This is an optimization exercise on Yosys and OpenROAD, whose aim is small area and a short achievable clock period, not a production implementation. Function was checked by simulation only, so behaviour that the tests miss may differ from the original. Power is estimated from default activity; no workload was simulated.

the baseline:
// efi_dot_product_accum_top
module efi_dot_product_accum_top (
   input  logic         clk0,
   input  logic         aclr0,
   input  logic         ena,
   input  logic         in_valid,
   input  logic         in_first,
   input  logic         in_last,
   input  logic [63:0]  ax,
   input  logic [63:0]  ay,
   output logic         out_valid,
   output logic [47:0]  result,
   output logic         out_overflow
);
For scale: ~570 flip-flops, roughly 180 I/O pins.
clock: 7.5 ns
lec_check: 0
abc_area: 1
cap_margin: 20
core_margin: 2
core_utilization: 40
cts_buf_list: sky130_fd_sc_hd__clkbuf_8
cts_cluster_diameter: 100
cts_cluster_size: 14
setup_slack_margin: 3.85
slew_margin: 20
synth_hierarchical: 1
tns_end_percent: 10
standard.sh (not shown) runs the stock make flow with config.mk's settings and CLKGATE_MAP_FILE= SYNTH_SCRIPT=/design/flow/synth_recipe.tcl, a recipe that flattens the netlist after the stock synthesis.
==> flow/flow/run.sh <==
#!/bin/bash
# The standard layout (the standard.sh, unchanged synthesis), with the
# port buffers that placement inserts made plain buf_2 cells instead of the
# delay buffers buffer_ports picks by default.
set -euo pipefail
export BUFFER_PORTS_ARGS="-buffer_cell sky130_fd_sc_hd__buf_2"
bash standard.sh > standard.log 2>&1
Modified inputs, the candidate compared to the baseline
Settings: swapping 3.85 for 4.0 in SETUP_SLACK_MARGIN; clearing TNS_END_PERCENT, which used to be 10; clearing CTS_CLUSTER_DIAMETER, which used to be 100; clearing CTS_CLUSTER_SIZE, which used to be 14.
## What came out
- Clock skew: lower on the baseline
- The candidate and the baseline ended up with nearly the same sequential cell count.
- Diff the baseline -> the candidate | routed wire length | up slightly
- Utilization (the candidate over the baseline): increase, 1.1 points

========
efi_dot_product_accum_top again, from the RTL that the note above started with.
Design efi_dot_product_accum_top, start of the top module:
module efi_dot_product_accum_top (
   input  logic         clk0,
   input  logic         aclr0,
   input  logic         ena,
   input  logic         in_valid,
   input  logic         in_first,
   input  logic         in_last,
   input  logic [63:0]  ax,
   input  logic [63:0]  ay,
   output logic         out_valid,
   output logic [47:0]  result,
   output logic         out_overflow
);
clock: 7.5 ns
lec_check: 0
abc_area: 1
cap_margin: 20
core_margin: 2
core_utilization: 40
cts_buf_list: sky130_fd_sc_hd__clkbuf_8
cts_cluster_diameter: 100
cts_cluster_size: 14
setup_slack_margin: 4.2
slew_margin: 20
synth_hierarchical: 1
tns_end_percent: 10
==> flow/flow/run.sh <==
#!/bin/bash
# The standard layout (the standard.sh, unchanged synthesis), with the
# port buffers that placement inserts made plain buf_1 cells instead of the
# delay buffers buffer_ports picks by default.
set -euo pipefail
export BUFFER_PORTS_ARGS="-buffer_cell sky130_fd_sc_hd__buf_1"
bash standard.sh > standard.log 2>&1
Rerun with:
==> flow/flow/run.sh (replaced) <==
#!/bin/bash
# The standard layout (the standard.sh, unchanged synthesis), with the
# port buffers that placement inserts made plain buf_2 cells instead of the
# delay buffers buffer_ports picks by default.
set -euo pipefail
export BUFFER_PORTS_ARGS="-buffer_cell sky130_fd_sc_hd__buf_2"
bash standard.sh > standard.log 2>&1
--- a/flow/config.mk
+++ b/flow/config.mk
@@ -11,7 +11,5 @@
 export CORE_UTILIZATION = 40
 export CTS_BUF_LIST = sky130_fd_sc_hd__clkbuf_8
-export CTS_CLUSTER_DIAMETER = 100
-export CTS_CLUSTER_SIZE = 14
-export SETUP_SLACK_MARGIN = 4.2
+export SETUP_SLACK_MARGIN = 4.3
 export SLEW_MARGIN = 20
 export SYNTH_HIERARCHICAL = 1
Effect: Cell area increases by 5.5%; register-to-register slack is better by 0.16 ns; utilization goes up by 2.4 points; clock-buffer cell count climbs by 55; final cell count goes up by 3.4%; hold slack barely changes; non-clock buffer count rose by 70.

========
main:
efi_dot_product_accum_top again, from the RTL that the note above started with.
export LEC_CHECK = 0
export ABC_AREA = 1
export CAP_MARGIN = 20
export CORE_MARGIN = 2
export CORE_UTILIZATION = 40
export CTS_BUF_LIST = sky130_fd_sc_hd__clkbuf_8
export CTS_CLUSTER_DIAMETER = 100
export CTS_CLUSTER_SIZE = 14
export SETUP_SLACK_MARGIN = 3.85
export SLEW_MARGIN = 20
export SYNTH_HIERARCHICAL = 1
create_clock -name core_clock -period 7.5 [get_ports {clk0}]
==> flow/flow/run.sh <==
#!/bin/bash
# The standard layout (the standard.sh, unchanged synthesis), with the
# port buffers that placement inserts made plain buf_2 cells instead of the
# delay buffers buffer_ports picks by default.
set -euo pipefail
export BUFFER_PORTS_ARGS="-buffer_cell sky130_fd_sc_hd__buf_2"
bash standard.sh > standard.log 2>&1
main finished end to end and its layout was clean on timing, DRC and antenna.
Edits applied to the flow inputs when going from main to the feature branch:
Settings: changing SETUP_SLACK_MARGIN from 3.85 to 4.0.
==> flow/flow/run.sh <==
#!/bin/bash
# The standard layout (the standard.sh, unchanged synthesis), with the
# port buffers that placement inserts made plain buf_1 cells instead of the
# delay buffers buffer_ports picks by default.
set -euo pipefail
export BUFFER_PORTS_ARGS="-buffer_cell sky130_fd_sc_hd__buf_1"
bash standard.sh > standard.log 2>&1
## What came out
The feature branch has completed all stages; timing, DRC and antenna checks passed.
Stage delay of the slowest cell on the critical path delta (main -> the feature branch): insignificant
Diff the feature branch..main | die area | unchanged
Against main, the feature branch comes in 0.2 points lower on logic gate share of total power.
Compare the feature branch and main | post-synthesis to final-layout area growth lower: the feature branch
Against main, routed wire length in the feature branch came out worse.

========
efi_dot_product_accum_top again, from the RTL that the note above started with.
clock: 7.5 ns
lec_check: 0
abc_area: 1
cap_margin: 20
core_margin: 2
core_utilization: 40
cts_buf_list: sky130_fd_sc_hd__clkbuf_8
cts_cluster_diameter: 100
cts_cluster_size: 14
setup_slack_margin: 3.85
slew_margin: 20
synth_hierarchical: 1
==> flow/flow/run.sh <==
#!/bin/bash
# The standard layout (the standard.sh, unchanged synthesis), with the
# port buffers that placement inserts made plain buf_1 cells instead of the
# delay buffers buffer_ports picks by default.
set -euo pipefail
export BUFFER_PORTS_ARGS="-buffer_cell sky130_fd_sc_hd__buf_1"
bash standard.sh > standard.log 2>&1
Change:
==> flow/flow/run.sh (replaced) <==
#!/bin/bash
# The standard layout (the standard.sh, unchanged synthesis), with the
# port buffers that placement inserts made plain buf_2 cells instead of the
# delay buffers buffer_ports picks by default.
set -euo pipefail
export BUFFER_PORTS_ARGS="-buffer_cell sky130_fd_sc_hd__buf_2"
bash standard.sh > standard.log 2>&1
--- a/flow/config.mk
+++ b/flow/config.mk
@@ -14,3 +14,3 @@
 export CTS_CLUSTER_SIZE = 14
-export SETUP_SLACK_MARGIN = 3.85
+export SETUP_SLACK_MARGIN = 4.0
 export SLEW_MARGIN = 20
=>
- final cell count stays flat
- final area increases by 0.33%
- sequential share of layout area drops by 0.12 points
- combinational power is about the same
- core utilization increases by 0.14 points
- sequential cell count is unchanged
- via count decreases by 1.1%
- global-route usage fell by 0.33 points
- clock power drops by about 5%
- critical path depth is unchanged
Change:
==> flow/flow/run.sh (replaced) <==
#!/bin/bash
# The standard layout (the standard.sh, unchanged synthesis), with the
# port buffers that placement inserts made plain buf_1 cells instead of the
# delay buffers buffer_ports picks by default.
set -euo pipefail
export BUFFER_PORTS_ARGS="-buffer_cell sky130_fd_sc_hd__buf_1"
bash standard.sh > standard.log 2>&1
--- a/flow/config.mk
+++ b/flow/config.mk
@@ -14,3 +14,3 @@
 export CTS_CLUSTER_SIZE = 14
-export SETUP_SLACK_MARGIN = 4.0
+export SETUP_SLACK_MARGIN = 3.7
 export SLEW_MARGIN = 20
Outcome:
- The new run ran to the end with no violations
- via count climbs by 0.76%
- fmax is lower by 0.97%
- clock skew came out higher by 0.024 ns

static timing again, ports no longer ideal:
The results above use ideal ports. As a check the final layouts listed here were re-extracted and re-timed, cells and wires unchanged.
Step 1 sets driving cells, clkbuf_16 on the clock port and buf_2 on the other inputs (assumed; they add their load-dependent delay and slew).
Step 2 also shifts input and output timing later by t, the mid clock arrival at the registers, as if the neighbouring blocks saw the same clock.
Slacks: ideal / step 1 / step 2; pairs: ideal / step 1.
run | t (ns) | slack for setup (ns) | worst hold slack (ns) | worst setup path at the end
the baseline | 0.790 | 4.101 / 4.101 / 3.823 | 0.426 / 0.426 / 0.426 | input to register
the candidate | 0.819 | 4.047 / 4.047 / 3.844 | 0.415 / 0.415 / 0.415 | input to register
the first run of note 2 | 0.799 | 4.111 / 4.111 / 3.560 | 0.417 / 0.417 / 0.417 | input to register
the second run of note 2 | 0.819 | 4.273 / 4.273 / 3.825 | 0.415 / 0.415 / 0.415 | input to register
main | 0.790 | 4.101 / 4.101 / 3.823 | 0.426 / 0.426 / 0.426 | input to register
the feature branch | 0.801 | 4.037 / 4.037 / 3.561 | 0.418 / 0.418 / 0.418 | input to register
the first run of note 4 | 0.803 | 4.032 / 4.032 / 3.558 | 0.417 / 0.417 / 0.417 | input to register
the second run of note 4 | 0.789 | 4.075 / 4.075 / 3.822 | 0.426 / 0.426 / 0.426 | input to register
the third run of note 4 | 0.801 | 4.041 / 4.041 / 3.565 | 0.417 / 0.417 / 0.417 | input to register
After both steps setup and hold are still met in every run listed. The setup slack of the first run of note 2, which loses most, moves by 0.000 ns with the drivers and by -0.551 ns with both steps.
